This design comes from an exercise in tuning for small area, a short achievable clock period and few clock cycles on the open sky130 flow, not from production work.
At most, simulation tests tie the RTL to the original design; equivalence was not proved.
Only the layout flow was run in runs 1 to 3 and 6; the RTL was not checked for function there.
No activity file was given, so power comes from the tool's default toggle rates.

===== design/flow/flow/run.sh =====
#!/bin/bash
# The standard layout (the standard.sh) with extra ORFS settings:
# BUFFER_PORTS_ARGS="-buffer_cell sky130_fd_sc_hd__buf_1" ABC_LOAD_IN_FF=3
# make's full output goes to standard.log; each ORFS step keeps its own log under orfs/logs.
set -euo pipefail
bash standard.sh BUFFER_PORTS_ARGS="-buffer_cell sky130_fd_sc_hd__buf_1" ABC_LOAD_IN_FF=3 finish > standard.log 2>&1

===== design/flow/constraint.sdc =====
create_clock -name core_clock -period 4.5 [get_ports {aclk}]
set_input_delay 0.9000 -clock core_clock [delete_from_list [all_inputs] [get_ports {aclk}]]
set_output_delay 0.9000 -clock core_clock [all_outputs]
set_load 0.01 [all_outputs]

===== design/flow/design.v =====
`default_nettype none
package framing_pkg;
  localparam logic [7:0] start_byte  = 8'h7D;
  localparam logic [7:0] stop_byte   = 8'h7E;
  localparam logic [7:0] escape_byte = 8'h7F;
endpackage
`default_nettype wire
`timescale 1ns/1ps
`default_nettype none
import framing_pkg::*;
module lf_nand2 (input logic a, b, output logic y);
  assign y = !(a && b);
endmodule
module lf_nor2 (input logic a, b, output logic y);
  assign y = !(a || b);
endmodule
module lf_and2 (input logic a, b, output logic y);
  assign y = a && b;
endmodule
module lf_or2 (input logic a, b, output logic y);
  assign y = a || b;
endmodule
module lf_or2b (input logic a, bn, output logic y);
  assign y = a || !bn;
endmodule
module lf_nor2b (input logic a, bn, output logic y);
  assign y = !(a || !bn);
endmodule
module lf_nand4 (input logic a, b, c, d, output logic y);
  assign y = !(a && b && c && d);
endmodule
module lf_nand4b (input logic an, b, c, d, output logic y);
  assign y = !(!an && b && c && d);
endmodule
module lf_a21oi (input logic a1, a2, b1, output logic y);
  assign y = !((a1 && a2) || b1);
endmodule
module lf_o21ai (input logic a1, a2, b1, output logic y);
  assign y = !((a1 || a2) && b1);
endmodule
module lf_next (
  input  logic body,
  input  logic b,
  input  logic at_start,
  input  logic tvalid,
  input  logic tready,
  input  logic tlast,
  input  logic ready,
  output logic body_d,
  output logic b_d
);
  assign body_d = (at_start && tvalid && tready) || (body && !(tvalid && tlast && ready));
  assign b_d    = b ? (!tready || (body && (!tvalid || ready))) : (tvalid && tready);
endmodule
module link_framer_top (
  input  logic       aclk,
  input  logic       aresetn,
  input  logic       in_tvalid,
  output logic       in_tready,
  input  logic [7:0] in_tdata,
  input  logic       in_tlast,
  output logic       out_tvalid,
  input  logic       out_tready,
  output logic [7:0] out_tdata,
  output logic       out_tlast
);
  logic body;
  logic b;
  logic body_d;
  logic b_d;
  logic fresh;
  logic at_stop;
  logic at_start;
  lf_and2   u_fresh (.a(body), .b(b), .y(fresh));
  lf_nor2b  u_stop  (.a(body), .bn(b), .y(at_stop));
  lf_nor2   u_start (.a(body), .b(b), .y(at_start));
  logic hi_n;      
  logic esc1_n;    
  logic esc0_n;    
  logic keep1_n;   
  logic keep0_n;   
  logic esc;       
  logic go_n;      
  lf_nand4  u_hi    (.a(in_tdata[6]), .b(in_tdata[5]), .c(in_tdata[4]), .d(in_tdata[3]), .y(hi_n));
  lf_nand4b u_esc1  (.an(in_tdata[7]), .b(in_tdata[2]), .c(in_tdata[0]), .d(fresh), .y(esc1_n));
  lf_nand4b u_esc0  (.an(in_tdata[7]), .b(in_tdata[2]), .c(in_tdata[1]), .d(fresh), .y(esc0_n));
  lf_a21oi  u_keep1 (.a1(body), .a2(in_tdata[1]), .b1(at_stop), .y(keep1_n));
  lf_a21oi  u_keep0 (.a1(body), .a2(in_tdata[0]), .b1(at_start), .y(keep0_n));
  lf_o21ai  u_out1  (.a1(hi_n), .a2(esc1_n), .b1(keep1_n), .y(out_tdata[1]));
  lf_o21ai  u_out0  (.a1(hi_n), .a2(esc0_n), .b1(keep0_n), .y(out_tdata[0]));
  lf_a21oi  u_esc   (.a1(esc1_n), .a2(esc0_n), .b1(hi_n), .y(esc));
  lf_nand2  u_go    (.a(out_tready), .b(body), .y(go_n));
  lf_nor2   u_rdy   (.a(go_n), .b(esc), .y(in_tready));
  logic ready_seq;
  lf_nor2   u_rdys  (.a(go_n), .b(esc), .y(ready_seq));
  lf_and2   u_out7  (.a(body), .b(in_tdata[7]), .y(out_tdata[7]));
  for (genvar k = 2; k < 7; k++) begin : g_hi
    lf_or2b u_outk  (.a(in_tdata[k]), .bn(body), .y(out_tdata[k]));
  end
  lf_or2    u_valid (.a(in_tvalid), .b(at_stop), .y(out_tvalid));
  assign out_tlast = at_stop;
  lf_next u_next (
    .body     (body),
    .b        (b),
    .at_start (at_start),
    .tvalid   (in_tvalid),
    .tready   (out_tready),
    .tlast    (in_tlast),
    .ready    (ready_seq),
    .body_d   (body_d),
    .b_d      (b_d)
  );
  always_ff @(posedge aclk or negedge aresetn) begin
    if (!aresetn) begin
      body <= 1'b0;
      b    <= 1'b0;
    end else begin
      body <= body_d;
      b    <= b_d;
    end
  end
endmodule
`default_nettype wire

===== design/flow/standard.sh =====
#!/bin/bash
# synth_recipe.tcl (not shown) runs the flow's synth.tcl, then flattens the netlist and writes it again
# the make line also repeats each setting of config.mk as NAME=value (left out here)
make -C /OpenROAD-flow-scripts/flow DESIGN_CONFIG=/design/flow/config.mk WORK_HOME=/design/flow/orfs CLKGATE_MAP_FILE= SYNTH_SCRIPT=/design/flow/synth_recipe.tcl "${@:-finish}"

===== design/flow/config.mk =====
export PLATFORM = sky130hd
export DESIGN_NAME = link_framer_top
export DESIGN_NICKNAME = link_framer_top
export VERILOG_FILES = /design/flow/design.v
export SDC_FILE = /design/flow/constraint.sdc
export NUM_CORES = 4
export LEC_CHECK = 0
export CAP_MARGIN = 20
export CORE_AREA = 3 3 61 61
export CTS_BUF_LIST = sky130_fd_sc_hd__clkbuf_1
export DIE_AREA = 0 0 64 64
export SLEW_MARGIN = 20
export SYNTH_HIERARCHICAL = 1
export SYNTH_MINIMUM_KEEP_SIZE = 0

==> impl_results.md, run 1 <==
- Outcome: timing/DRC/antenna clean
- Vias per cell: around 3.2
- Slowest-stage cell, CP: a21oi_1
- MaxCap Viol Count: 0
- # IOs: 24
- Crit path kind: in2out
- Max Root-Sink Buffers: 2
- Syn Inst Count: 29
- Crit-path max cell delay: about 0.22 ns
- Leading area contributor after synthesis: dfrtp_1
- Number of synthesized flops with an enable pin: 0
- All-Layer GR Usage: 0.04313
- Least-Margin Pin Slew: 0.3910 ns
- Total gr overflow: 0
- Initial antenna violation count: 0
- Antenna viol nets, final: 0
- Post-Syn Nets: 42
- Power Density: about 490 nW/µm²
- Finished Layout Cells: 99
- Most frequent cells in the layout: buf_1, nand2b_1, a21oi_1
- Top-area cell type share of the netlist area: 0.2439
- Cts repair resizes: 0
- Synth top area cells: dfrtp_1, nand2b_1, a21oi_1
- Post-layout nets: 70
- Total routed wirelength: between 800 and 900 µm
- Commonest non-fill, non-tap cell in the layout: buf_1
- DR iter-0 viols: 26
- Syn Area/Cell: about 7.1 µm²
- CTS Sinks: 2
- Detailed-route via count: between 300 and 400
- Synth Flop Type: dfrtp_1
- Clk slew on worst S/H paths: about 0.05 ns
- Worst hold path class: in2async
- Cell mode on critical path: buf_1
- Util after Layout: 0.1144
- CTS tree: built
- Clock latency on the worst-skew pair: ~0.20 ns
- Die Wd: between 60 and 70 µm
- Hold Vio Cnt, Final: 0
- Final instance area: 357.8 µm²
- First-pass GRT wire length: 1331 µm
- Fillers: roughly 360
- Post-CTS Setup Inserts: 0
- Initial core utilization: 0.06560
- Slew margin rel.: 0.7394
- Seq cells post-synth: 2
- Die Y: about 64 µm
- Tcrit/Tclk final: 0.5588
- Placed Instance Area: approximately 350 µm²
- DR WL/cell: about 9 µm
- Residual DRC: 0
- YS warnings: 7
- Worst path cell trace: buf_1 > nand4b_1 > a21oi_1 > nor2_1 > buf_1
- Minimum clock period: ~2.5 ns
- Req. time, crit path: roughly 3.6 ns
- Fin. max-slew vios: 0
- Peak supply drop: 0.07796 mV
- Skew final: roughly 0.0014 ns
- Cell family with the largest share of critical-path delay: simple AND/OR/NAND/NOR gates
- Layout area overhead: 74.39%
- CTS Buf Count: 3
- Share of post-route cells with drive strength above 1: 0
- CTS H-tree lvls: 1
- Worst setup EP type: output pin
- Port bufs: 23
- Crit path buf inv count: 2
- Core box area: between 3000 and 4000 µm²
- Worst Path Arrival: between 1.5 and 2 ns
- Hold_buf cts: 0
- Antenna diodes: 0
- Post-synthesis sequential area ratio: 0.2439
- Vias in the first global route: 280
- Clk root buf: clkbuf_1
- Num rows: 20
- Placed instance count: 96
- CP Launch Type: input pin
- Routability Congestion: approximately 0.72
- Full die area: roughly 4100 µm²
- Final Setup Violations: 0
- Largest net degree at the start of global routing: 15
- Fmax: ~400 MHz
- Leakage: about 0.11 nW
- Distinct cells, synth: 15
- RSZ-0062 raised after global routing: no
- Crit-path max FO: 3
- Area of the mapped netlist: 205.2 µm²
- 1st-pass router iterations: 4
- Setup TNS: 0 ns
- Async set or reset register ratio after synthesis: 1.000
- Hpwl dp: 727 µm
==> power breakdown <==
part / switching (mW) / internal, mW
logic: 0.0631 / 0.0428
clock network: 0.00984 / 0.0109
registers: 0.0215 / 0.0271
==> metrics by stage <==
stage               worst slack (ns)  hold WS, ns  total power [mW]
floorplan                      2.259       0.4858            0.1103
global placement               1.993       0.5245            0.1536
detailed placement             1.987       0.5430            0.1564
CTS                            1.981       0.4377            0.1801
global route                   1.862       0.4608            0.1956
finish                         1.986       0.4757            0.1753
==> cell families (layout without fill, tap and decap cells) <==
kind of cell / after synthesis / in the layout / synth area share
compound gates: 9 / 9 / 0.2500
simple gates: 17 / 17 / 0.4878
buf+inv: 1 / 27 / 0.01828
flops: 2 / 2 / 0.2439
==> registers in the layout, indices dropped and copies added, names as in the netlist <==
signal  count
body        1
b           1
==> cells in the mapped netlist, types with 2 or more instances <==
master / n
nand2b_1: 5
a21oi_1: 4
nor2_1: 3
o21ai_1: 3
and2_1: 2
dfrtp_1: 2
nand4b_1: 2
==> worst paths after layout <==
| path | from | to | slack [ns] | cells past startpoint |
|---|---|---|---|---|
| worst min register to register | b$_DFF_PN0_ | b$_DFF_PN0_ | 0.54 | 1 |
| max in group asynchronous | aresetn | body$_DFF_PN0_ | 3.89 | 1 |
| worst min-delay path | aresetn | b$_DFF_PN0_ | 0.48 | 1 |
| worst max register to register | body$_DFF_PN0_ | b$_DFF_PN0_ | 2.94 | 6 |
| min in group core_clock | b$_DFF_PN0_ | b$_DFF_PN0_ | 0.54 | 1 |
| worst max-delay path | in_tdata[7] | in_tready | 1.99 | 5 |
==> per-module statistics from Yosys, one instance, submodules excluded <==
module           area [µm²]  flip-flops and latches
lf_a21oi              5.005                       0
lf_and2               6.256                       0
lf_nand2              3.754                       0
lf_nand4              6.256                       0
lf_nand4b             8.758                       0
lf_next               35.03                       0
lf_nor2               3.754                       0
lf_nor2b              6.256                       0
lf_o21ai              5.005                       0
lf_or2                6.256                       0
lf_or2b               6.256                       0
link_framer_top       50.05                       2
==> layer usage <==
layer / GRT usage / vias to the layer above / wire length (µm) / part of all wire
met1: 0.06006 / 125 / 437 / 0.50
met2: 0.04516 / 29 / 285 / 0.33
met3: 0.01933 / 2 / 136 / 0.16
met4: 0.04043 / 0 / 8 / 0.0092
met5: 0 / - / 0 / 0
li1: - / 159 / - / -
==> area by class of cell <==
cell class | instances | area [µm²] | share of cell area
Timing Repair Buffer | 23 | 86.33 | 0.2413
Inverter | 1 | 3.754 | 0.01049
Sequential cell | 2 | 50.05 | 0.1399
Clock buffer | 3 | 11.26 | 0.03147
Multi-Input combinational cell | 26 | 151.4 | 0.4231
Tap cell | 44 | 55.05 | 0.1538
==> run 2: changes to the inputs <==
--- a/design/flow/design.v
+++ b/design/flow/design.v
@@ -32,4 +32,10 @@
 module lf_nand4b (input logic an, b, c, d, output logic y);
   assign y = !(!an && b && c && d);
+endmodule
+module lf_nor3 (input logic a, b, c, output logic y);
+  assign y = !(a || b || c);
+endmodule
+module lf_o211ai (input logic a1, a2, b1, c1, output logic y);
+  assign y = !((a1 || a2) && b1 && c1);
 endmodule
 module lf_a21oi (input logic a1, a2, b1, output logic y);
@@ -80,4 +86,5 @@
   logic keep1_n;   
   logic keep0_n;   
+  logic lo_n;      
   logic esc;       
   logic go_n;      
@@ -89,5 +96,6 @@
   lf_o21ai  u_out1  (.a1(hi_n), .a2(esc1_n), .b1(keep1_n), .y(out_tdata[1]));
   lf_o21ai  u_out0  (.a1(hi_n), .a2(esc0_n), .b1(keep0_n), .y(out_tdata[0]));
-  lf_a21oi  u_esc   (.a1(esc1_n), .a2(esc0_n), .b1(hi_n), .y(esc));
+  lf_o211ai u_lo    (.a1(in_tdata[1]), .a2(in_tdata[0]), .b1(in_tdata[2]), .c1(fresh), .y(lo_n));
+  lf_nor3   u_esc   (.a(hi_n), .b(lo_n), .c(in_tdata[7]), .y(esc));
   lf_nand2  u_go    (.a(out_tready), .b(body), .y(go_n));
   lf_nor2   u_rdy   (.a(go_n), .b(esc), .y(in_tready));
==> run 2 against run 1 <==
Against the previous run:
- register-to-register slack worse by 0.11 ns
- hold slack improved by 0.0075 ns
- synthesized cell count rose by 3.4%
- critical endpoint unchanged
- still clean on timing, DRC and antenna
- via count shrank 0.95%
- final cell count up 1.0%
- non-clock buffer count did not move
- setup slack worse by 0.082 ns
- synthesized area rose by 3.7%
- largest cell class unchanged
==> impl_results.md, run 2 <==
- Outcome: timing/DRC/antenna clean (unchanged)
- P_int: 0.08158 mW (was 0.08078 mW)
- Combinational power share: 0.606 (was 0.604)
- Reg2Reg Capture Point: b$_DFF_PN0_ (unchanged)
- CP Capture Point: in_tready (unchanged)
- Clk root buf: clkbuf_1 (unchanged)
- Top-area cell type share of the netlist area: 0.2353 (was 0.2439)
- Worst hold path class: in2async (unchanged)
- Clock latency on the worst-skew pair: 0.19 ns (was 0.20 ns)
- Share of post-route cells with drive strength above 1: 0 (unchanged)
- Initial antenna violation count: 0 (unchanged)
- Num rows: 20 (unchanged)
- Synth Flop Type: dfrtp_1 (unchanged)
- YS warnings: 7 (unchanged)
- Setup WS post-layout: 1.903 ns (was 1.986 ns)
- Tcrit/Tclk final: 0.5771 (was 0.5588)
- Max Root-Sink Buffers: 2 (unchanged)
- Clk slew on worst S/H paths: 0.05 ns (about the same)
- Hpwl dp: 699.8 µm (was 727 µm)
- Switch Pwr: 0.09590 mW (was 0.09449 mW)
- Die Y: 64 µm (unchanged)
- Fin. max-slew vios: 0 (unchanged)
- Layout area overhead: 71.76% (was 74.39%)
- Final Setup Violations: 0 (unchanged)
- Top-count cell post-synth: nand2b_1 (unchanged)
- Largest net degree at the start of global routing: 15 (unchanged)
- All-Layer GR Usage: 0.03873 (was 0.04313)
- Core box area: 3128 µm² (unchanged)
- # IOs: 24 (unchanged)
- MaxCap Viol Count: 0 (unchanged)
- 1st-pass router iterations: 4 (unchanged)
- DR WL/cell: 8.000 µm (was 8.758 µm)
- Post-synthesis xor/xnor area fraction: 0 (unchanged)
- Pre-CTS WS: 1.868 ns (was 1.987 ns)
- Crit path kind: in2out (unchanged)
- Leading cell types by count after synthesis: nand2b_1, a21oi_1, nor2_1, o21ai_1 (unchanged)
- Grt met3 use: 0.02285 (was 0.01933)
- Syn Inst Count: 30 (was 29)
- Most frequent cells in the layout: buf_1, nand2b_1 (was buf_1, nand2b_1, a21oi_1)
- Leakage: 0.1055 nW (was 0.1054 nW)
- Port bufs: 23 (unchanged)
- Req. time, crit path: 3.60 ns (about the same)
- Vias in the first global route: 262 (was 280)
- Peak supply drop: 0.2017 mV (was 0.07796 mV)
- Commonest non-fill, non-tap cell in the layout: buf_1 (unchanged)
- Regs by FF count: b: 1 flops, body: 1 flops (unchanged)
- Post-Syn Nets: 43 (was 42)
- Worst Reg-to-Reg Cells: 6 (unchanged)
- Setup TNS: 0 ns (unchanged)
- Routability Congestion: 0.6207 (was 0.7164)
- Slew margin rel.: 0.7257 (was 0.7394)
- Least-Margin Pin Slew: 0.4115 ns (was 0.3910 ns)
- Met2 Usage GRT: 0.04645 (was 0.04516)
- Total routed wirelength: 800 µm (was 867 µm)
- Sw Share: 0.5403 (was 0.5391)
- R2R Setup Slk: 2.83 ns (was 2.94 ns)
- Cts repair resizes: 0 (unchanged)
- Hold_buf cts: 0 (unchanged)
- Crit-path max FO: 3 (unchanged)
- Gr busiest metal: met1 (unchanged)
- Post-synthesis compound-gate area fraction: 0.2529 (was 0.2500)
- Skew final: 0.005983 ns (was 0.001413 ns)
- Mux cell area share after synthesis: 0 (unchanged)
- Area of the multi-input gates: 158.9 µm² (was 151.4 µm²)
- Launching point of the worst reg2reg path: body$_DFF_PN0_ (unchanged)
- Post-Synth Adder-Cell Area: 0 (unchanged)
- CTS Buf Count: 3 (unchanged)
- Largest family of logic cells by synthesized area: simple AND/OR/NAND/NOR gates (unchanged)
- Power Density: 485.8 nW/µm² (was 489.8 nW/µm²)
- Vias per cell: 3.120 (was 3.182)
- CTS H-tree lvls: 1 (unchanged)
- Post-synthesis sequential area ratio: 0.2353 (was 0.2439)
- Fmax: 385.1 MHz (was 397.7 MHz)
- Residual DRC: 0 (unchanged)
- Fillers: 375 (was 363)
- Clk pwr share: 0.111 (was 0.118)
- Part of the power in registers: 0.284 (was 0.278)
- Leading area contributor after synthesis: dfrtp_1 (unchanged)
- Total gr overflow: 0 (unchanged)
- Worst Path Arrival: 1.70 ns (was 1.61 ns)
- Seq. cell area: 50.05 µm² (unchanged)
- CP Launch Type: input pin (unchanged)
- Antenna diodes: 0 (unchanged)
- Post-synthesis simple-gate area fraction: 0.4941 (was 0.4878)
- Async set or reset register ratio after synthesis: 1.000 (unchanged)
- Seq cells post-synth: 2 (unchanged)
- Die Wd: 64 µm (unchanged)
- Syn Area/Cell: 7.090 µm² (was 7.076 µm²)
- Full die area: 4096 µm² (unchanged)
- Area of the mapped netlist: 212.7 µm² (was 205.2 µm²)
- Distinct cells, synth: 17 (was 15)
- Antenna viol nets, final: 0 (unchanged)
- Synth top area cells: dfrtp_1, nand2b_1, nand4b_1 (was dfrtp_1, nand2b_1, a21oi_1)
- Initial core utilization: 0.06800 (was 0.06560)
- Crit path from: in_tdata[4] (was in_tdata[7])
- Tot Pwr: 0.1775 mW (was 0.1753 mW)
- Worst setup EP type: output pin (unchanged)
- Number of synthesized flops with an enable pin: 0 (unchanged)
- Hold Vio Cnt, Final: 0 (unchanged)
- Post-layout nets: 71 (was 70)
- Post-CTS Setup Inserts: 0 (unchanged)
- CTS Sinks: 2 (unchanged)
- Minimum clock period: 2.597 ns (was 2.514 ns)
- CTS tree: built (unchanged)
- Detailed-route via count: 312 (was 315)
- DR iter-0 viols: 36 (was 26)
- First-pass GRT wire length: 1193 µm (was 1331 µm)
- GRT met1 Usage: 0.06000 (was 0.06006)
- RSZ-0062 raised after global routing: no (unchanged)
run 2: cell count changes after synthesis, sizes merged:
cell | before | now
nor3 | 0 | 1
o211ai | 0 | 1
a21oi | 4 | 3
run 2: worst min-delay path by stage:
| stage | endpoint | slack [ns] | cells past startpoint |
|---|---|---|---|
| floorplan | b$_DFF_PN0_ | 0.49 | 1 |
| global placement | b$_DFF_PN0_ | 0.54 | 1 |
| detailed placement | b$_DFF_PN0_ | 0.55 | 1 |
| CTS | b$_DFF_PN0_ | 0.46 | 1 |
| global route | b$_DFF_PN0_ | 0.45 | 1 |
| finish | b$_DFF_PN0_ | 0.48 | 1 |
run 2: metrics by stage:
step / cells / hold slack [ns] / utilization / instance area, µm²
after detailed placement: 97 / 0.5480 / 0.1132 / 354.1
after CTS: 100 / 0.4593 / 0.1168 / 365.4
after global placement: 97 / 0.5405 / 0.1132 / 354.1
after global routing: 100 / 0.4501 / 0.1168 / 365.4
after floorplan: 30 / 0.4858 / - / 212.7
final: 100 / 0.4832 / 0.1168 / 365.4
run 2: worst max-delay path, cell delays in order:
cell,delay [ns]
buf_1,0.09
nand4_1,0.16
nor3_1,0.32
nor2_1,0.09
buf_1,0.14
run 2: kinds of logic after synthesis:
group,count (synthesis)
AOI/OAI and AO/OA,9
buffers and inverters,1
DFF,2
and+or+nand+nor,18
run 2: final cells by class:
cell class,instances,share of cell area
clock buffer,3,0.03082
sequential,2,0.1370
tap,44,0.1507
timing repair buffer,23,0.2363
multi-input combinational,27,0.4349
inverter,1,0.01027
run 2: routing by layer:
metal | vias up | wire length [µm]
met3 | 0 | 97
met1 | 124 | 482
met5 | - | 0
li1 | 164 | -
met4 | 0 | 0
met2 | 24 | 220
run 2: power by group through the flow:
stage | Clock [mW] | Combinational (mW) | Sequential [mW]
6_report | 0.0197 | 0.108 | 0.0503
3_5_place_dp | 0 | 0.108 | 0.0509
3_3_place_gp | 0 | 0.107 | 0.0503
4_1_cts | 0.0217 | 0.108 | 0.0506
5_1_grt | 0.0227 | 0.121 | 0.0535
2_1_floorplan | 0 | 0.0692 | 0.0430
run 2: modules after synthesis (local to each module, per instance), a selection:
module           cell area [µm²]  cells inside
lf_and2                    6.256             1
lf_nor2b                   6.256             1
lf_o211ai                  7.507             1
lf_or2                     6.256             1
lf_nand4                   6.256             1
lf_next                    35.03             6
lf_a21oi                   5.005             1
lf_nand4b                  8.758             1
lf_nand2                   3.754             1
lf_nor3                    5.005             1
lf_or2b                    6.256             1
lf_o21ai                   5.005             1
link_framer_top            50.05             2
==> run 3: changes to the inputs <==
--- a/design/flow/design.v
+++ b/design/flow/design.v
@@ -33,6 +33,12 @@
   assign y = !(!an && b && c && d);
 endmodule
+module lf_nand3 (input logic a, b, c, output logic y);
+  assign y = !(a && b && c);
+endmodule
 module lf_nor3 (input logic a, b, c, output logic y);
   assign y = !(a || b || c);
+endmodule
+module lf_o31ai (input logic a1, a2, a3, b1, output logic y);
+  assign y = !((a1 || a2 || a3) && b1);
 endmodule
 module lf_o211ai (input logic a1, a2, b1, c1, output logic y);
@@ -52,10 +58,16 @@
   input  logic tready,
   input  logic tlast,
-  input  logic ready,
+  input  logic hi_n,
+  input  logic lo_n,
+  input  logic d7,
   output logic body_d,
   output logic b_d
 );
-  assign body_d = (at_start && tvalid && tready) || (body && !(tvalid && tlast && ready));
-  assign b_d    = b ? (!tready || (body && (!tvalid || ready))) : (tvalid && tready);
+  logic rv;
+  logic esc;
+  assign rv  = tready && tvalid;
+  assign esc = !(hi_n || lo_n || d7);
+  assign body_d = (at_start && rv) || (body && !(rv && tlast && !esc));
+  assign b_d    = body ? (b ? !(rv && esc) : rv) : (b ? !tready : rv);
 endmodule
 module link_framer_top (
@@ -84,22 +96,20 @@
   logic esc1_n;    
   logic esc0_n;    
+  logic lo_n;      
   logic keep1_n;   
   logic keep0_n;   
-  logic lo_n;      
   logic esc;       
   logic go_n;      
   lf_nand4  u_hi    (.a(in_tdata[6]), .b(in_tdata[5]), .c(in_tdata[4]), .d(in_tdata[3]), .y(hi_n));
-  lf_nand4b u_esc1  (.an(in_tdata[7]), .b(in_tdata[2]), .c(in_tdata[0]), .d(fresh), .y(esc1_n));
-  lf_nand4b u_esc0  (.an(in_tdata[7]), .b(in_tdata[2]), .c(in_tdata[1]), .d(fresh), .y(esc0_n));
+  lf_nand3  u_esc1  (.a(in_tdata[2]), .b(in_tdata[0]), .c(fresh), .y(esc1_n));
+  lf_nand3  u_esc0  (.a(in_tdata[2]), .b(in_tdata[1]), .c(fresh), .y(esc0_n));
+  lf_o211ai u_lo    (.a1(in_tdata[1]), .a2(in_tdata[0]), .b1(in_tdata[2]), .c1(fresh), .y(lo_n));
   lf_a21oi  u_keep1 (.a1(body), .a2(in_tdata[1]), .b1(at_stop), .y(keep1_n));
   lf_a21oi  u_keep0 (.a1(body), .a2(in_tdata[0]), .b1(at_start), .y(keep0_n));
-  lf_o21ai  u_out1  (.a1(hi_n), .a2(esc1_n), .b1(keep1_n), .y(out_tdata[1]));
-  lf_o21ai  u_out0  (.a1(hi_n), .a2(esc0_n), .b1(keep0_n), .y(out_tdata[0]));
-  lf_o211ai u_lo    (.a1(in_tdata[1]), .a2(in_tdata[0]), .b1(in_tdata[2]), .c1(fresh), .y(lo_n));
+  lf_o31ai  u_out1  (.a1(hi_n), .a2(in_tdata[7]), .a3(esc1_n), .b1(keep1_n), .y(out_tdata[1]));
+  lf_o31ai  u_out0  (.a1(hi_n), .a2(in_tdata[7]), .a3(esc0_n), .b1(keep0_n), .y(out_tdata[0]));
   lf_nor3   u_esc   (.a(hi_n), .b(lo_n), .c(in_tdata[7]), .y(esc));
   lf_nand2  u_go    (.a(out_tready), .b(body), .y(go_n));
   lf_nor2   u_rdy   (.a(go_n), .b(esc), .y(in_tready));
-  logic ready_seq;
-  lf_nor2   u_rdys  (.a(go_n), .b(esc), .y(ready_seq));
   lf_and2   u_out7  (.a(body), .b(in_tdata[7]), .y(out_tdata[7]));
   for (genvar k = 2; k < 7; k++) begin : g_hi
@@ -115,5 +125,7 @@
     .tready   (out_tready),
     .tlast    (in_tlast),
-    .ready    (ready_seq),
+    .hi_n     (hi_n),
+    .lo_n     (lo_n),
+    .d7       (in_tdata[7]),
     .body_d   (body_d),
     .b_d      (b_d)
==> run 3 against run 2 <==
Against the previous run:
- global-route usage rose by 0.37 points
- still clean
- largest power group unchanged
- final area rose by 0.34%
- combinational power barely moved
==> impl_results.md, run 3 <==
- Skew final: 0.002869 ns (was 0.005983 ns)
- Placed instance count: 97 (unchanged)
- Antenna viol nets, final: 0 (unchanged)
- Minimum clock period: 2.523 ns (was 2.597 ns)
- Core box area: 3128 µm² (unchanged)
- RSZ-0062 raised after global routing: no (unchanged)
- Max Root-Sink Buffers: 2 (unchanged)
- YS warnings: 7 (unchanged)
- Worst Reg-to-Reg Cells: 5 (was 6)
- CTS tree: built (unchanged)
- Worst hold path class: in2async (unchanged)
- Crit-path max FO: 4 (was 3)
- Die Wd: 64 µm (unchanged)
- Initial core utilization: 0.06840 (was 0.06800)
- Clk slew on worst S/H paths: 0.05 ns (about the same)
- MaxCap Viol Count: 0 (unchanged)
- Port bufs: 23 (unchanged)
- Crit path from: in_tdata[4] (unchanged)
- Util after Layout: 0.1172 (was 0.1168)
- Leading cell types by count after synthesis: nand2b_1, a21oi_1 (was nand2b_1, a21oi_1, nor2_1, o21ai_1)
- Vias per cell: 3.180 (was 3.120)
- Total routed wirelength: 832 µm (was 800 µm)
- Total gr overflow: 0 (unchanged)
- Most frequent cells in the layout: buf_1, nand2b_1, a21oi_1, clkbuf_1 (was buf_1, nand2b_1)
- Hpwl dp: 695 µm (was 699.8 µm)
- Clk root buf: clkbuf_1 (unchanged)
- All-Layer GR Usage: 0.04243 (was 0.03873)
- Layout area overhead: 71.35% (was 71.76%)
- Top-area cell type share of the netlist area: 0.2339 (was 0.2353)
- R2R Setup Slk: 2.83 ns (about the same)
- DR iter-0 viols: 19 (was 36)
- Distinct cells, synth: 18 (was 17)
- CTS H-tree lvls: 1 (unchanged)
- Hold_buf cts: 0 (unchanged)
- Leakage: 0.1015 nW (was 0.1055 nW)
- Commonest non-fill, non-tap cell in the layout: buf_1 (unchanged)
- Peak supply drop: 0.06794 mV (was 0.2017 mV)
- Vias in the first global route: 276 (was 262)
- # IOs: 24 (unchanged)
- CTS Sinks: 2 (unchanged)
- Pre-CTS WS: 1.991 ns (was 1.868 ns)
- Hold Vio Cnt, Final: 0 (unchanged)
- Synth top area cells: dfrtp_1, nand2b_1, a21oi_1 (was dfrtp_1, nand2b_1, nand4b_1)
- Largest net degree at the start of global routing: 15 (unchanged)
- Synth Flop Type: dfrtp_1 (unchanged)
- Post-CTS Setup Inserts: 0 (unchanged)
- CP Launch Type: input pin (unchanged)
- Worst Path Arrival: 1.62 ns (was 1.70 ns)
- Area of the mapped netlist: 214.0 µm² (was 212.7 µm²)
- Least-Margin Pin Slew: 0.3669 ns (was 0.4115 ns)
- Detailed-route via count: 318 (was 312)
- Tcrit/Tclk final: 0.5606 (was 0.5771)
- Top-count cell post-synth: nand2b_1 (unchanged)
- Post-Syn Nets: 43 (unchanged)
- 1st-pass router iterations: 4 (unchanged)
- Full die area: 4096 µm² (unchanged)
- Leading area contributor after synthesis: dfrtp_1 (unchanged)
- Syn Area/Cell: 7.132 µm² (was 7.090 µm²)
- Launching point of the worst reg2reg path: body$_DFF_PN0_ (unchanged)
- Initial antenna violation count: 0 (unchanged)
- Async set or reset register ratio after synthesis: 1.000 (unchanged)
- Post-layout nets: 71 (unchanged)
- Slew margin rel.: 0.7554 (was 0.7257)
- WHS: 0.4847 ns (was 0.4832 ns)
- Cts repair resizes: 0 (unchanged)
- Syn Inst Count: 30 (unchanged)
- Fillers: 368 (was 375)
- CTS Buf Count: 3 (unchanged)
- Setup TNS: 0 ns (unchanged)
- Req. time, crit path: 3.60 ns (about the same)
- Setup WS post-layout: 1.977 ns (was 1.903 ns)
- Share of post-route cells with drive strength above 1: 0 (unchanged)
- Fin. max-slew vios: 0 (unchanged)
- DR WL/cell: 8.320 µm (was 8.000 µm)
- Routability Congestion: 0.6347 (was 0.6207)
- Die Y: 64 µm (unchanged)
- First-pass GRT wire length: 1248 µm (was 1193 µm)
- Residual DRC: 0 (unchanged)
- Outcome: timing/DRC/antenna clean (unchanged)
- Clock latency on the worst-skew pair: 0.20 ns (was 0.19 ns)
- Num rows: 20 (unchanged)
- Regs by FF count: b: 1 flops, body: 1 flops (unchanged)
- Worst setup EP type: output pin (unchanged)
- Crit path kind: in2out (unchanged)
- Seq cells post-synth: 2 (unchanged)
- Post-synthesis sequential area ratio: 0.2339 (was 0.2353)
- Fmax: 396.4 MHz (was 385.1 MHz)
- Finished Layout Cells: 100 (unchanged)
- Number of synthesized flops with an enable pin: 0 (unchanged)
- Final Setup Violations: 0 (unchanged)
- Power Density: 470.2 nW/µm² (was 485.8 nW/µm²)
- Antenna diodes: 0 (unchanged)
[run 3: Yosys stat by module (local to each module, per instance)]
module	cells inside	cell area (µm²)	flip-flops and latches	times used
lf_or2	1	6.256	0	1
lf_next	7	42.54	0	1
link_framer_top	2	50.05	2	1
lf_nor2	1	3.754	0	2
lf_nand3	1	5.005	0	2
lf_nand2	1	3.754	0	1
lf_a21oi	1	5.005	0	2
lf_nor3	1	5.005	0	1
lf_o31ai	1	7.507	0	2
lf_nor2b	1	6.256	0	1
lf_and2	1	6.256	0	2
lf_or2b	1	6.256	0	5
lf_o211ai	1	7.507	0	1
lf_nand4	1	6.256	0	1
[run 3: area by class of cell]
cell class,instances,area (µm²),share of cell area
multi-input combinational,27,160.2,0.4369
clock buffer,3,11.26,0.03072
inverter,1,3.754,0.01024
tap,44,55.05,0.1502
sequential,2,50.05,0.1365
timing repair buffer,23,86.33,0.2355
[run 3: stage by stage]
stage               total power [mW]  instance area (µm²)
finish                        0.1724                366.6
global route                  0.1985                366.6
CTS                           0.1782                366.6
detailed placement            0.1547                355.3
global placement              0.1542                355.3
floorplan                     0.1103                214.0
[run 3: path summary, 6_finish.rpt]
| path | endpoint |
|---|---|
| worst max-delay path | out_tdata[1] |
| worst min-delay path | b$_DFF_PN0_ |
| worst max register to register | b$_DFF_PN0_ |
| worst min register to register | b$_DFF_PN0_ |
| max in group asynchronous | body$_DFF_PN0_ |
| min in group core_clock | b$_DFF_PN0_ |
[run 3: cell families after synthesis]
family | synth area share
AO/OA/AOI/OAI | 0.2748
buffers and inverters | 0.01753
flip-flops | 0.2339
AND/OR/NAND/NOR | 0.4737
[run 3: power breakdown]
group          switching [mW]  internal, mW  leakage [nW]
clock                 0.00967        0.0109       0.00354
combinational          0.0626        0.0435        0.0743
sequential             0.0189        0.0269        0.0237
total                  0.0911        0.0813         0.102
[run 3: metal layers]
layer / share of wire / routed length [µm] / up-vias / track usage
met5: 0 / 0 / - / 0
met2: 0.33 / 274 / 25 / 0.04645
li1: - / - / 168 / -
met3: 0.21 / 174 / 0 / 0.02988
met4: 0 / 0 / 0 / 0.03235
met1: 0.46 / 383 / 125 / 0.05385
[run 3: worst max-delay path: stages]
cell	delay [ns]
buf_1	0.10
nand4_1	0.18
o31ai_1	0.26
buf_1	0.18
==> run 4: changes to the inputs <==
--- a/design/flow/design.v
+++ b/design/flow/design.v
@@ -33,16 +33,4 @@
   assign y = !(!an && b && c && d);
 endmodule
-module lf_nand3 (input logic a, b, c, output logic y);
-  assign y = !(a && b && c);
-endmodule
-module lf_nor3 (input logic a, b, c, output logic y);
-  assign y = !(a || b || c);
-endmodule
-module lf_o31ai (input logic a1, a2, a3, b1, output logic y);
-  assign y = !((a1 || a2 || a3) && b1);
-endmodule
-module lf_o211ai (input logic a1, a2, b1, c1, output logic y);
-  assign y = !((a1 || a2) && b1 && c1);
-endmodule
 module lf_a21oi (input logic a1, a2, b1, output logic y);
   assign y = !((a1 && a2) || b1);
@@ -59,6 +47,6 @@
   input  logic tlast,
   input  logic hi_n,
-  input  logic lo_n,
-  input  logic d7,
+  input  logic esc1_n,
+  input  logic esc0_n,
   output logic body_d,
   output logic b_d
@@ -67,5 +55,5 @@
   logic esc;
   assign rv  = tready && tvalid;
-  assign esc = !(hi_n || lo_n || d7);
+  assign esc = !((esc1_n && esc0_n) || hi_n);
   assign body_d = (at_start && rv) || (body && !(rv && tlast && !esc));
   assign b_d    = body ? (b ? !(rv && esc) : rv) : (b ? !tready : rv);
@@ -96,5 +84,4 @@
   logic esc1_n;    
   logic esc0_n;    
-  logic lo_n;      
   logic keep1_n;   
   logic keep0_n;   
@@ -102,12 +89,11 @@
   logic go_n;      
   lf_nand4  u_hi    (.a(in_tdata[6]), .b(in_tdata[5]), .c(in_tdata[4]), .d(in_tdata[3]), .y(hi_n));
-  lf_nand3  u_esc1  (.a(in_tdata[2]), .b(in_tdata[0]), .c(fresh), .y(esc1_n));
-  lf_nand3  u_esc0  (.a(in_tdata[2]), .b(in_tdata[1]), .c(fresh), .y(esc0_n));
-  lf_o211ai u_lo    (.a1(in_tdata[1]), .a2(in_tdata[0]), .b1(in_tdata[2]), .c1(fresh), .y(lo_n));
+  lf_nand4b u_esc1  (.an(in_tdata[7]), .b(in_tdata[2]), .c(in_tdata[0]), .d(fresh), .y(esc1_n));
+  lf_nand4b u_esc0  (.an(in_tdata[7]), .b(in_tdata[2]), .c(in_tdata[1]), .d(fresh), .y(esc0_n));
   lf_a21oi  u_keep1 (.a1(body), .a2(in_tdata[1]), .b1(at_stop), .y(keep1_n));
   lf_a21oi  u_keep0 (.a1(body), .a2(in_tdata[0]), .b1(at_start), .y(keep0_n));
-  lf_o31ai  u_out1  (.a1(hi_n), .a2(in_tdata[7]), .a3(esc1_n), .b1(keep1_n), .y(out_tdata[1]));
-  lf_o31ai  u_out0  (.a1(hi_n), .a2(in_tdata[7]), .a3(esc0_n), .b1(keep0_n), .y(out_tdata[0]));
-  lf_nor3   u_esc   (.a(hi_n), .b(lo_n), .c(in_tdata[7]), .y(esc));
+  lf_o21ai  u_out1  (.a1(hi_n), .a2(esc1_n), .b1(keep1_n), .y(out_tdata[1]));
+  lf_o21ai  u_out0  (.a1(hi_n), .a2(esc0_n), .b1(keep0_n), .y(out_tdata[0]));
+  lf_a21oi  u_esc   (.a1(esc1_n), .a2(esc0_n), .b1(hi_n), .y(esc));
   lf_nand2  u_go    (.a(out_tready), .b(body), .y(go_n));
   lf_nor2   u_rdy   (.a(go_n), .b(esc), .y(in_tready));
@@ -126,6 +112,6 @@
     .tlast    (in_tlast),
     .hi_n     (hi_n),
-    .lo_n     (lo_n),
-    .d7       (in_tdata[7]),
+    .esc1_n   (esc1_n),
+    .esc0_n   (esc0_n),
     .body_d   (body_d),
     .b_d      (b_d)
==> design/flow/flow/run.sh (replaced) <==
#!/bin/bash
# The standard layout (the standard.sh) with extra ORFS settings:
# BUFFER_PORTS_ARGS="-buffer_cell sky130_fd_sc_hd__buf_1" ABC_LOAD_IN_FF=3 CTS_ARGS='-buf_list sky130_fd_sc_hd__clkbuf_1 -root_buf sky130_fd_sc_hd__clkbuf_1 -sink_clustering_enable -sink_clustering_size 2 -sink_clustering_max_diameter 500 -sink_clustering_levels 1'
# make's full output goes to standard.log; each ORFS step keeps its own log under orfs/logs.
set -euo pipefail
bash standard.sh BUFFER_PORTS_ARGS="-buffer_cell sky130_fd_sc_hd__buf_1" ABC_LOAD_IN_FF=3 CTS_ARGS='-buf_list sky130_fd_sc_hd__clkbuf_1 -root_buf sky130_fd_sc_hd__clkbuf_1 -sink_clustering_enable -sink_clustering_size 2 -sink_clustering_max_diameter 500 -sink_clustering_levels 1' finish > standard.log 2>&1
==> run 4 against run 3 <==
Against the previous run:
- largest power group unchanged
- critical endpoint is now in_tready
- first-iteration DRC count is 37% higher
- wire length down 2.3%
- power shrank 1.3%
- fmax up 2.2%
- still clean on timing, DRC and antenna
- synthesized cell count decreased by 3.3%
- setup slack better by 0.055 ns
==> impl_results.md, run 4 <==
- Area of the mapped netlist: 210.2 µm² (was 214.0 µm²)
- MaxCap Viol Count: 0 (unchanged)
- Slew margin rel.: 0.7402 (was 0.7554)
- Seq cells post-synth: 2 (unchanged)
- Number of synthesized flops with an enable pin: 0 (unchanged)
- All-Layer GR Usage: 0.04499 (was 0.04243)
- Detailed-route via count: 308 (was 318)
- Top-count cell post-synth: nand2b_1 (unchanged)
- CTS tree: built (unchanged)
- Leading area contributor after synthesis: dfrtp_1 (unchanged)
- Worst Path Arrival: 1.57 ns (was 1.62 ns)
- Fillers: 364 (was 368)
- Syn Area/Cell: 7.248 µm² (was 7.132 µm²)
- Cell mode on critical path: buf_1 (unchanged)
- Commonest non-fill, non-tap cell in the layout: buf_1 (unchanged)
- Fmax: 405.3 MHz (was 396.4 MHz)
- Launching point of the worst reg2reg path: body$_DFF_PN0_ (unchanged)
- Most frequent cells in the layout: buf_1, nand2b_1, a21oi_1, o21ai_1, clkbuf_1 (was buf_1, nand2b_1, a21oi_1, clkbuf_1)
- Core box area: 3128 µm² (unchanged)
- Async set or reset register ratio after synthesis: 1.000 (unchanged)
- Worst setup EP type: output pin (unchanged)
- Share of post-route cells with drive strength above 1: 0 (unchanged)
- DR WL/cell: 8.212 µm (was 8.320 µm)
- Synth top area cells: dfrtp_1, nand2b_1, a21oi_1 (unchanged)
- Cts repair resizes: 0 (unchanged)
- CP Launch Type: input pin (unchanged)
- Antenna viol nets, final: 0 (unchanged)
- # IOs: 24 (unchanged)
- Vias per cell: 3.111 (was 3.180)
- Final Setup Violations: 0 (unchanged)
- Num rows: 20 (unchanged)
- Clk slew on worst S/H paths: 0.06 ns (was 0.05 ns)
- Die Y: 64 µm (unchanged)
- 1st-pass router iterations: 3 (was 4)
- Leakage: 0.1017 nW (was 0.1015 nW)
- Outcome: timing/DRC/antenna clean (unchanged)
- RSZ-0062 raised after global routing: no (unchanged)
- Clk root buf: clkbuf_1 (unchanged)
- Die Wd: 64 µm (unchanged)
- Post-CTS Setup Inserts: 0 (unchanged)
- Crit path from: in_tdata[7] (was in_tdata[4])
- Leading cell types by count after synthesis: nand2b_1, a21oi_1, o21ai_1 (was nand2b_1, a21oi_1)
- Hold_buf cts: 0 (unchanged)
- Antenna diodes: 0 (unchanged)
- CTS Buf Count: 3 (unchanged)
- Fin. max-slew vios: 0 (unchanged)
- Vias in the first global route: 269 (was 276)
- Hold Vio Cnt, Final: 0 (unchanged)
- Initial antenna violation count: 0 (unchanged)
- Regs by FF count: b: 1 flops, body: 1 flops (unchanged)
- Crit-path max FO: 3 (was 4)
- Minimum clock period: 2.467 ns (was 2.523 ns)
- YS warnings: 7 (unchanged)
- Crit-path max cell delay: 0.22 ns (was 0.26 ns)
- Routability Congestion: 0.6692 (was 0.6347)
- Worst Reg-to-Reg Cells: 5 (unchanged)
- Layout area overhead: 72.62% (was 71.35%)
- Total gr overflow: 0 (unchanged)
- Post-synthesis sequential area ratio: 0.2381 (was 0.2339)
- WHS: 0.4658 ns (was 0.4847 ns)
- Peak supply drop: 0.08671 mV (was 0.06794 mV)
- Full die area: 4096 µm² (unchanged)
- Req. time, crit path: 3.60 ns (about the same)
- Worst path cell trace: buf_1 > nand4b_1 > a21oi_1 > nor2_1 > buf_1 (was buf_1 > nand4_1 > o31ai_1 > buf_1)
- Post-layout nets: 70 (was 71)
- Distinct cells, synth: 15 (was 18)
- Clock latency on the worst-skew pair: 0.21 ns (was 0.20 ns)
- Post-Syn Nets: 42 (was 43)
- Port bufs: 23 (unchanged)
- Max Root-Sink Buffers: 2 (unchanged)
- Tcrit/Tclk final: 0.5483 (was 0.5606)
- Power Density: 468.8 nW/µm² (was 470.2 nW/µm²)
- DR iter-0 viols: 26 (was 19)
- Least-Margin Pin Slew: 0.3898 ns (was 0.3669 ns)
- Slowest-stage cell, CP: nand4b_1 (was o31ai_1)
- Worst hold path class: in2async (unchanged)
- First-pass GRT wire length: 1304 µm (was 1248 µm)
- Largest net degree at the start of global routing: 15 (unchanged)
- Tot Pwr: 0.1701 mW (was 0.1724 mW)
- Crit path kind: in2out (unchanged)
- Synth Flop Type: dfrtp_1 (unchanged)
- Setup TNS: 0 ns (unchanged)
- Syn Inst Count: 29 (was 30)
- Total routed wirelength: 813 µm (was 832 µm)
- Residual DRC: 0 (unchanged)
- CTS H-tree lvls: 1 (unchanged)
- Initial core utilization: 0.06720 (was 0.06840)
- Top-area cell type share of the netlist area: 0.2381 (was 0.2339)
- CTS Sinks: 2 (unchanged)
- Skew final: 0.006630 ns (was 0.002869 ns)
[run 4: cell types whose count changed after synthesis, sizes merged]
cell	delta
or3	-1
a21oi	+1
nor3	-1
a21o	+1
o211ai	-1
o31ai	-2
nand4b	+2
o21ai	+2
nand3	-2
[run 4: area by class of cell]
class	instances	area [µm²]	share of cell area
Clock buffer	3	11.26	0.03103
Multi-Input combinational cell	26	156.4	0.4310
Timing Repair Buffer	23	86.33	0.2379
Sequential cell	2	50.05	0.1379
Tap cell	44	55.05	0.1517
Inverter	1	3.754	0.01034
[run 4: path summary, 6_finish.rpt]
check / to / slack (ns)
max: in_tready / 2.03
min: body$_DFF_PN0_ / 0.47
max reg2reg: b$_DFF_PN0_ / 2.99
min reg2reg: b$_DFF_PN0_ / 0.54
max in group asynchronous: b$_DFF_PN0_ / 3.89
min in group core_clock: b$_DFF_PN0_ / 0.54
[run 4: through the flow]
step / util / instances / setup slack (ns) / instance area (µm²)
finish: 0.1160 / 99 / 2.033 / 362.8
global route: 0.1160 / 99 / 1.885 / 362.8
CTS: 0.1160 / 99 / 2.034 / 362.8
detailed placement: 0.1124 / 96 / 2.039 / 351.6
global placement: 0.1124 / 96 / 2.053 / 351.6
floorplan: - / 29 / 2.276 / 210.2
[run 4: cells by family after synthesis]
group | share of synthesized area
compound gates | 0.2798
simple gates | 0.4643
flops | 0.2381
buf+inv | 0.01784
[run 4: power by group]
part / switching [mW] / internal [mW] / total (mW)
logic: 0.0594 / 0.0419 / 0.101
registers: 0.0204 / 0.0268 / 0.0472
clock network: 0.0108 / 0.0109 / 0.0217
[run 4: critical path: cells and delay by family]
kind	cells	cell delay [ns]
AOI/OAI and AO/OA	1	0.18
and+or+nand+nor	2	0.29
buffers and inverters	2	0.21
[run 4: per-module statistics from Yosys, one instance, submodules excluded]
module	flops+latches	cells	copies in the design	cell area, µm²
lf_or2b	0	1	5	6.256
lf_and2	0	1	2	6.256
lf_nand2	0	1	1	3.754
lf_nor2b	0	1	1	6.256
lf_nand4b	0	1	2	8.758
lf_nor2	0	1	2	3.754
lf_or2	0	1	1	6.256
lf_a21oi	0	1	3	5.005
lf_next	0	7	1	43.79
link_framer_top	2	2	1	50.05
lf_o21ai	0	1	2	5.005
lf_nand4	0	1	1	6.256
[run 4: layer usage]
layer / up-vias / share of wire / track usage
li1: 160 / - / -
met1: 124 / 0.48 / 0.05385
met2: 24 / 0.30 / 0.04645
met3: 0 / 0.23 / 0.04745
met4: 0 / 0 / 0.02426
met5: - / 0 / 0
Testbench counts of run 4, summed over its fixed seeds: cycles 80,218.
==> run 5: changes to the inputs <==
==> design/flow/flow/run.sh (replaced) <==
#!/bin/bash
# The standard layout (the standard.sh) with extra ORFS settings:
# BUFFER_PORTS_ARGS="-buffer_cell sky130_fd_sc_hd__buf_1" ABC_LOAD_IN_FF=3 CTS_ARGS='-buf_list sky130_fd_sc_hd__clkbuf_1 -root_buf sky130_fd_sc_hd__clkbuf_1 -sink_clustering_enable -sink_clustering_size 2 -sink_clustering_max_diameter 1000 -sink_clustering_buffer sky130_fd_sc_hd__clkbuf_1 -balance_levels'
# make's full output goes to standard.log; each ORFS step keeps its own log under orfs/logs.
set -euo pipefail
bash standard.sh BUFFER_PORTS_ARGS="-buffer_cell sky130_fd_sc_hd__buf_1" ABC_LOAD_IN_FF=3 CTS_ARGS='-buf_list sky130_fd_sc_hd__clkbuf_1 -root_buf sky130_fd_sc_hd__clkbuf_1 -sink_clustering_enable -sink_clustering_size 2 -sink_clustering_max_diameter 1000 -sink_clustering_buffer sky130_fd_sc_hd__clkbuf_1 -balance_levels' finish > standard.log 2>&1
==> run 5 against run 4 <==
Against the previous run:
- first-iteration DRC count unchanged
- combinational power barely moved
- final cell count unchanged
- hold slack unchanged
- sequential share of layout area did not move
- final area unchanged
- critical endpoint unchanged
- largest cell class unchanged
==> impl_results.md, run 5 <==
- DR iter-0 viols: 26 (unchanged)
- Slowest-stage cell, CP: nand4b_1 (unchanged)
- Seq cells post-synth: 2 (unchanged)
- Initial antenna violation count: 0 (unchanged)
- Number of synthesized flops with an enable pin: 0 (unchanged)
- Pre-CTS WS: 2.039 ns (unchanged)
- Leakage: 0.1017 nW (unchanged)
- Antenna viol nets, final: 0 (unchanged)
- Top-count cell post-synth: nand2b_1 (unchanged)
- CTS Sinks: 2 (unchanged)
- CP Launch Type: input pin (unchanged)
- 1st-pass router iterations: 3 (unchanged)
- Commonest non-fill, non-tap cell in the layout: buf_1 (unchanged)
- Hold Vio Cnt, Final: 0 (unchanged)
- Full die area: 4096 µm² (unchanged)
- First-pass GRT wire length: 1304 µm (unchanged)
- Fin. max-slew vios: 0 (unchanged)
- Initial core utilization: 0.06720 (unchanged)
- Share of post-route cells with drive strength above 1: 0 (unchanged)
- Syn Inst Count: 29 (unchanged)
- CTS tree: built (unchanged)
- Crit path buf inv count: 2 (unchanged)
- Regs by FF count: b: 1 flops, body: 1 flops (unchanged)
- Setup TNS: 0 ns (unchanged)
- Setup WS post-layout: 2.033 ns (unchanged)
- Vias in the first global route: 269 (unchanged)
- Hold_buf cts: 0 (unchanged)
- Crit path kind: in2out (unchanged)
- Port bufs: 23 (unchanged)
- Post-Syn Nets: 42 (unchanged)
- Cell family with the largest share of critical-path delay: simple AND/OR/NAND/NOR gates (unchanged)
- Num rows: 20 (unchanged)
- Skew final: 0.006630 ns (unchanged)
- Core box area: 3128 µm² (unchanged)
- Synth top area cells: dfrtp_1, nand2b_1, a21oi_1 (unchanged)
- CTS H-tree lvls: 1 (unchanged)
- Area of the mapped netlist: 210.2 µm² (unchanged)
- Met2 Usage GRT: 0.04645 (unchanged)
- Synth Flop Type: dfrtp_1 (unchanged)
- Most frequent cells in the layout: buf_1, nand2b_1, a21oi_1, o21ai_1, clkbuf_1 (unchanged)
- Routability Congestion: 0.6692 (unchanged)
- All-Layer GR Usage: 0.04499 (unchanged)
- Post-CTS Setup Inserts: 0 (unchanged)
- Cts repair resizes: 0 (unchanged)
- Die Wd: 64 µm (unchanged)
- Power Density: 468.8 nW/µm² (unchanged)
- Leading area contributor after synthesis: dfrtp_1 (unchanged)
- CTS Buf Count: 3 (unchanged)
- YS warnings: 7 (unchanged)
- Residual DRC: 0 (unchanged)
- Least-Margin Pin Slew: 0.3898 ns (unchanged)
- Final Setup Violations: 0 (unchanged)
- Peak supply drop: 0.08671 mV (unchanged)
- Max Root-Sink Buffers: 2 (unchanged)
- Slew margin rel.: 0.7402 (unchanged)
- Layout area overhead: 72.62% (unchanged)
- Tcrit/Tclk final: 0.5483 (unchanged)
- Die Y: 64 µm (unchanged)
- Syn Area/Cell: 7.248 µm² (unchanged)
- GRT met1 Usage: 0.05385 (unchanged)
- Distinct cells, synth: 15 (unchanged)
- Top-area cell type share of the netlist area: 0.2381 (unchanged)
- Minimum clock period: 2.467 ns (unchanged)
- Worst hold path class: in2async (unchanged)
- Worst path cell trace: buf_1 > nand4b_1 > a21oi_1 > nor2_1 > buf_1 (unchanged)
- Largest net degree at the start of global routing: 15 (unchanged)
- WHS: 0.4658 ns (unchanged)
- Total gr overflow: 0 (unchanged)
- Outcome: timing/DRC/antenna clean (unchanged)
- Leading cell types by count after synthesis: nand2b_1, a21oi_1, o21ai_1 (unchanged)
- RSZ-0062 raised after global routing: no (unchanged)
- Post-synthesis sequential area ratio: 0.2381 (unchanged)
- Total routed wirelength: 813 µm (unchanged)
- Crit-path max FO: 3 (unchanged)
- Worst Path Arrival: 1.57 ns (about the same)
- Grt met3 use: 0.04745 (unchanged)
- Async set or reset register ratio after synthesis: 1.000 (unchanged)
- Post-layout nets: 70 (unchanged)
- Clk slew on worst S/H paths: 0.06 ns (about the same)
- Vias per cell: 3.111 (unchanged)
- MaxCap Viol Count: 0 (unchanged)
- Req. time, crit path: 3.60 ns (about the same)
- Antenna diodes: 0 (unchanged)
- Crit-path max cell delay: 0.22 ns (about the same)
- Gr busiest metal: met1 (unchanged)
- Clock latency on the worst-skew pair: 0.21 ns (about the same)
- Worst setup EP type: output pin (unchanged)
- Cell mode on critical path: buf_1 (unchanged)
- Fmax: 405.3 MHz (unchanged)
- Detailed-route via count: 308 (unchanged)
- # IOs: 24 (unchanged)
- DR WL/cell: 8.212 µm (unchanged)
- Clk root buf: clkbuf_1 (unchanged)
## run 5: report_power, final
| part | switching (mW) | total (mW) | internal, mW | leakage [nW] |
|---|---|---|---|---|
| Sequential | 0.0204 | 0.0472 | 0.0268 | 0.0237 |
| Combinational | 0.0594 | 0.101 | 0.0419 | 0.0744 |
| Clock | 0.0108 | 0.0217 | 0.0109 | 0.00354 |
## run 5: area by class of cell
class	count	area, µm²
Clock buffer	3	11.26
Fill cell	364	2765
Inverter	1	3.754
Multi-Input combinational cell	26	156.4
Sequential cell	2	50.05
Tap cell	44	55.05
Timing Repair Buffer	23	86.33
## run 5: worst paths after layout
check                               start              to  slack [ns]  depth (start not counted)
max reg2reg                body$_DFF_PN0_     b$_DFF_PN0_        2.99                          5
min reg2reg                   b$_DFF_PN0_     b$_DFF_PN0_        0.54                          1
max in group asynchronous         aresetn     b$_DFF_PN0_        3.89                          1
min in group core_clock       b$_DFF_PN0_     b$_DFF_PN0_        0.54                          1
min                               aresetn  body$_DFF_PN0_        0.47                          1
max                           in_tdata[7]       in_tready        2.03                          5
## run 5: logic make-up (layout without fill, tap and decap cells)
family | after synthesis | count (layout) | share of synthesized area
AO/OA/AOI/OAI | 10 | 10 | 0.2798
buffers and inverters | 1 | 27 | 0.01784
flip-flops | 2 | 2 | 0.2381
AND/OR/NAND/NOR | 16 | 16 | 0.4643
## run 5: modules after synthesis (local to each module, per instance)
module | times used | flops+latches
lf_or2 | 1 | 0
lf_nand4b | 2 | 0
lf_next | 1 | 0
lf_or2b | 5 | 0
lf_nand2 | 1 | 0
link_framer_top | 1 | 2
lf_nor2b | 1 | 0
lf_a21oi | 3 | 0
lf_o21ai | 2 | 0
lf_and2 | 2 | 0
lf_nand4 | 1 | 0
lf_nor2 | 2 | 0
## run 5: routing by layer
| layer | routed length [µm] | part of all wire | vias to the layer above |
|---|---|---|---|
| li1 | - | - | 160 |
| met1 | 388 | 0.48 | 124 |
| met2 | 241 | 0.30 | 24 |
| met3 | 183 | 0.23 | 0 |
| met4 | 0 | 0 | 0 |
| met5 | 0 | 0 | - |
## run 5: stage by stage
| step | utilization | power (mW) | cell area [µm²] | cells |
|---|---|---|---|---|
| after floorplan | - | 0.1071 | 210.2 | 29 |
| after global placement | 0.1124 | 0.1485 | 351.6 | 96 |
| after detailed placement | 0.1124 | 0.1492 | 351.6 | 96 |
| after CTS | 0.1160 | 0.1740 | 362.8 | 99 |
| after global routing | 0.1160 | 0.1921 | 362.8 | 99 |
| final | 0.1160 | 0.1701 | 362.8 | 99 |
==> run 6: changes to the inputs <==
==> design/flow/design.v (replaced) <==
`default_nettype none
package framing_pkg;
  localparam logic [7:0] start_byte  = 8'h7D;
  localparam logic [7:0] stop_byte   = 8'h7E;
  localparam logic [7:0] escape_byte = 8'h7F;
endpackage
`default_nettype wire
`timescale 1ns/1ps
`default_nettype none
import framing_pkg::*;
module lf_nand4 (input logic a, b, c, d, output logic y);
  assign y = !(a && b && c && d);
endmodule
module lf_nand4b (input logic an, b, c, d, output logic y);
  assign y = !(!an && b && c && d);
endmodule
module lf_nand3b (input logic an, b, c, output logic y);
  assign y = !(!an && b && c);
endmodule
module lf_nor2 (input logic a, b, output logic y);
  assign y = !(a || b);
endmodule
module lf_nor3 (input logic a, b, c, output logic y);
  assign y = !(a || b || c);
endmodule
module lf_nand2 (input logic a, b, output logic y);
  assign y = !(a && b);
endmodule
module lf_a21oi (input logic a1, a2, b1, output logic y);
  assign y = !((a1 && a2) || b1);
endmodule
module lf_o21ai (input logic a1, a2, b1, output logic y);
  assign y = !((a1 || a2) && b1);
endmodule
module link_framer_top (
  input  logic       aclk,
  input  logic       aresetn,
  input  logic       in_tvalid,
  output logic       in_tready,
  input  logic [7:0] in_tdata,
  input  logic       in_tlast,
  output logic       out_tvalid,
  input  logic       out_tready,
  output logic [7:0] out_tdata,
  output logic       out_tlast
);
  logic body;
  logic b;
  logic fresh;
  logic at_stop;
  logic at_start;
  assign fresh    = body && b;
  assign at_stop  = !body && b;
  assign at_start = !body && !b;
  logic hi_n;      
  logic esc1_n;    
  logic esc0_n;    
  logic pre_n;     
  logic low_zero;  
  logic keep1_n;   
  logic keep0_n;   
  logic go_n;      
  logic esc_now;   
  lf_nand4  u_hi    (.a(in_tdata[6]), .b(in_tdata[5]), .c(in_tdata[4]), .d(in_tdata[3]), .y(hi_n));
  lf_nand4b u_esc1  (.an(in_tdata[7]), .b(in_tdata[2]), .c(in_tdata[0]), .d(fresh), .y(esc1_n));
  lf_nand4b u_esc0  (.an(in_tdata[7]), .b(in_tdata[2]), .c(in_tdata[1]), .d(fresh), .y(esc0_n));
  lf_nand3b u_pre   (.an(in_tdata[7]), .b(in_tdata[2]), .c(fresh), .y(pre_n));
  lf_nor2   u_low   (.a(in_tdata[1]), .b(in_tdata[0]), .y(low_zero));
  lf_a21oi  u_keep1 (.a1(body), .a2(in_tdata[1]), .b1(at_stop), .y(keep1_n));
  lf_a21oi  u_keep0 (.a1(body), .a2(in_tdata[0]), .b1(at_start), .y(keep0_n));
  lf_nand2  u_go    (.a(out_tready), .b(body), .y(go_n));
  lf_o21ai  u_out1  (.a1(hi_n), .a2(esc1_n), .b1(keep1_n), .y(out_tdata[1]));
  lf_o21ai  u_out0  (.a1(hi_n), .a2(esc0_n), .b1(keep0_n), .y(out_tdata[0]));
  lf_nor3   u_esc   (.a(hi_n), .b(pre_n), .c(low_zero), .y(esc_now));
  lf_nor2   u_rdy   (.a(go_n), .b(esc_now), .y(in_tready));
  assign out_tdata[7]   = body && in_tdata[7];
  assign out_tdata[6:2] = in_tdata[6:2] | {5{!body}};
  assign out_tvalid     = in_tvalid || at_stop;
  assign out_tlast      = at_stop;
  always_ff @(posedge aclk or negedge aresetn) begin
    if (!aresetn) begin
      body <= 1'b0;
      b    <= 1'b0;
    end else if (out_tvalid && out_tready) begin
      case ({body, b})
        2'b00: begin
          body <= 1'b1;
          b    <= 1'b1;
        end
        2'b01: begin
          b <= 1'b0;
        end
        2'b11: begin
          body <= esc_now || !in_tlast;
          b    <= !esc_now;
        end
        default: begin
          body <= !in_tlast;
          b    <= 1'b1;
        end
      endcase
    end
  end
endmodule
`default_nettype wire
==> design/flow/flow/run.sh (replaced) <==
#!/bin/bash
# The standard layout (the standard.sh) with extra ORFS settings:
# BUFFER_PORTS_ARGS="-buffer_cell sky130_fd_sc_hd__buf_1"
# make's full output goes to standard.log; each ORFS step keeps its own log under orfs/logs.
set -euo pipefail
bash standard.sh BUFFER_PORTS_ARGS="-buffer_cell sky130_fd_sc_hd__buf_1" finish > standard.log 2>&1
--- a/design/flow/config.mk
+++ b/design/flow/config.mk
@@ -11,4 +11,2 @@
 export DIE_AREA = 0 0 64 64
 export SLEW_MARGIN = 20
-export SYNTH_HIERARCHICAL = 1
-export SYNTH_MINIMUM_KEEP_SIZE = 0
==> run 6 against run 5 <==
Against the previous run:
- setup slack got worse by 0.33 ns
- first-iteration DRC count is 19% lower
- die area stayed put
- synthesized area is 45% higher
- core utilization is 2.5 points higher
- highest routed layer unchanged
- clock power is essentially flat
- critical endpoint unchanged
- sequential power decreased by 2%
- final cell count is 4.0% higher
==> impl_results.md, run 6 <==
- Crit-path max FO: 3 (unchanged)
- Leading area contributor after synthesis: dfrtp_1 (unchanged)
- Synth Flop Type: dfrtp_1 (unchanged)
- Async set or reset register ratio after synthesis: 1.000 (unchanged)
- Worst setup EP type: output pin (unchanged)
- GRT met1 Usage: 0.07392 (was 0.05385)
- Worst path cell trace: buf_1 > nand4b_4 > or3_4 > and3_1 > buf_1 (was buf_1 > nand4b_1 > a21oi_1 > nor2_1 > buf_1)
- First-pass GRT wire length: 1414 µm (was 1304 µm)
- Number of synthesized flops with an enable pin: 0 (unchanged)
- Post-layout nets: 77 (was 70)
- Peak supply drop: 0.1760 mV (was 0.08671 mV)
- Req. time, crit path: 3.60 ns (about the same)
- Full die area: 4096 µm² (unchanged)
- 1st-pass router iterations: 3 (unchanged)
- Routability Congestion: 0.6237 (was 0.6692)
- Met2 Usage GRT: 0.04258 (was 0.04645)
- Max Root-Sink Buffers: 2 (unchanged)
- Most frequent cells in the layout: buf_1, nand2b_1, nor2_1, ha_1, clkbuf_1 (was buf_1, nand2b_1, a21oi_1, o21ai_1, clkbuf_1)
- Area of the mapped netlist: 304.0 µm² (was 210.2 µm²)
- Crit path buf inv count: 2 (unchanged)
- CTS tree: built (unchanged)
- Post-Syn Nets: 51 (was 42)
- Top-area cell type share of the netlist area: 0.1646 (was 0.2381)
- Grt met3 use: 0.03515 (was 0.04745)
- Cell family with the largest share of critical-path delay: simple AND/OR/NAND/NOR gates (unchanged)
- Slew margin rel.: 0.7688 (was 0.7402)
- Crit path from: in_tdata[2] (was in_tdata[7])
- Port bufs: 23 (unchanged)
- Largest net degree at the start of global routing: 12 (was 15)
- Share of post-route cells with drive strength above 1: 0.1017 (was 0)
- Syn Area/Cell: 8.687 µm² (was 7.248 µm²)
- Synth top area cells: dfrtp_1, ha_1, nand2b_1 (was dfrtp_1, nand2b_1, a21oi_1)
- Commonest non-fill, non-tap cell in the layout: buf_1 (unchanged)
- Fin. max-slew vios: 0 (unchanged)
- Fillers: 366 (was 364)
- Power Density: 456.9 nW/µm² (was 468.8 nW/µm²)
- Vias in the first global route: 287 (was 269)
- Layout area overhead: 45.27% (was 72.62%)
- Leading cell types by count after synthesis: nand2b_1, nor2_1, ha_1 (was nand2b_1, a21oi_1, o21ai_1)
- Hpwl dp: roughly 750 µm
- Crit path kind: in2out (unchanged)
- Antenna viol nets, final: 0 (unchanged)
- Clock latency on the worst-skew pair: 0.22 ns (was 0.21 ns)
- DR WL/cell: 8.505 µm (was 8.212 µm)
- CTS Sinks: 2 (unchanged)
- Cell mode on critical path: buf_1 (unchanged)
- Total gr overflow: 0 (unchanged)
- Setup TNS: 0 ns (unchanged)
- Fmax: 357.0 MHz (was 405.3 MHz)
- Hold Vio Cnt, Final: 0 (unchanged)
- Regs by FF count: b: 1 flops, body: 1 flops (unchanged)
- Residual DRC: 0 (unchanged)
- Worst hold path class: in2async (unchanged)
- Die Y: 64 µm (unchanged)
- WHS: 0.4472 ns (was 0.4658 ns)
- CP Launch Type: input pin (unchanged)
- YS warnings: 1 (was 7)
- Detailed-route via count: 326 (was 308)
- Least-Margin Pin Slew: 0.3467 ns (was 0.3898 ns)
- Seq cells post-synth: 2 (unchanged)
- Initial core utilization: 0.09720 (was 0.06720)
- Outcome: timing/DRC/antenna clean (unchanged)
- Worst Path Arrival: 1.90 ns (was 1.57 ns)
- # IOs: 24 (unchanged)
- Skew final: 0.01417 ns (was 0.006630 ns)
- DR iter-0 viols: 21 (was 26)
- Launching point of the worst reg2reg path: body$_DFFE_PN0P_ (was body$_DFF_PN0_)
- Num rows: 20 (unchanged)
- Crit-path max cell delay: 0.42 ns (was 0.22 ns)
- Gr busiest metal: met1 (unchanged)
- Seq. cell area: 50.05 µm² (unchanged)
- Final Setup Violations: 0 (unchanged)
- All-Layer GR Usage: 0.04718 (was 0.04499)
- Clk slew on worst S/H paths: 0.06 ns (about the same)
- Vias per cell: 3.165 (was 3.111)
- Minimum clock period: 2.801 ns (was 2.467 ns)
- CTS H-tree lvls: 1 (unchanged)
- Post-CTS Setup Inserts: 0 (unchanged)
- Syn Inst Count: 35 (was 29)
- CTS Buf Count: 3 (unchanged)
- Cts repair resizes: 0 (unchanged)
- MaxCap Viol Count: 0 (unchanged)
- Clk root buf: clkbuf_1 (unchanged)
- RSZ-0062 raised after global routing: no (unchanged)
- Slowest-stage cell, CP: or3_4 (was nand4b_1)
- Initial antenna violation count: 0 (unchanged)
- Die Wd: 64 µm (unchanged)
- Antenna diodes: 0 (unchanged)
- Total routed wirelength: 876 µm (was 813 µm)
- Post-synthesis sequential area ratio: 0.1646 (was 0.2381)
- Area of the multi-input gates: 231.5 µm² (was 156.4 µm²)
- Hold_buf cts: 0 (unchanged)
- Distinct cells, synth: 21 (was 15)
- Core box area: 3128 µm² (unchanged)
- Leakage: 0.1615 nW (was 0.1017 nW)
- Tcrit/Tclk final: 0.6225 (was 0.5483)
run 6: path summary, 6_finish.rpt:
kind	depth (start not counted)	slack, ns	endpoint
setup / recovery	5	1.70	in_tready
hold / removal	1	0.45	body$_DFFE_PN0P_
setup reg to reg	4	2.77	b$_DFFE_PN0P_
hold reg to reg	1	0.60	b$_DFFE_PN0P_
max in group asynchronous	1	3.91	b$_DFFE_PN0P_
min in group core_clock	1	0.60	b$_DFFE_PN0P_
run 6: final cells by class:
cell class / instances / share of cell area
multi-input cells: 29 / 0.5241
repair buffers: 23 / 0.1955
well taps: 44 / 0.1246
flip-flops and latches: 2 / 0.1133
clock buffers: 3 / 0.02550
inverters: 2 / 0.01700
run 6: cells by family (layout without fill, tap and decap cells):
group	count (synthesis)	count (layout)	share of synthesized area
simple gates	20	20	0.4239
compound gates	5	5	0.1769
fa+ha+maj	3	3	0.1235
buf+inv	4	28	0.07407
flops	2	2	0.1646
mux	1	1	0.03703
run 6: routing by layer:
layer	up-vias	wire length [µm]
met5	-	0
met4	0	0
met3	0	123
met2	22	242
met1	133	510
li1	171	-
run 6: stage by stage:
step	power (mW)	worst slack [ns]	area, µm²	cells	util
after CTS	0.2045	1.675	441.7	103	0.1412
final	0.2018	1.699	441.7	103	0.1412
after detailed placement	0.1806	1.701	430.4	100	0.1376
after global placement	0.1803	1.706	430.4	100	0.1376
after floorplan	0.1460	1.940	304.0	35	-
after global routing	0.2254	1.529	441.7	103	0.1412
run 6: report_power, final:
| group | internal, mW | switching, mW | total (mW) |
|---|---|---|---|
| registers | 0.0263 | 0.0198 | 0.0461 |
| clock network | 0.0108 | 0.0111 | 0.0220 |
| logic | 0.0598 | 0.0739 | 0.134 |
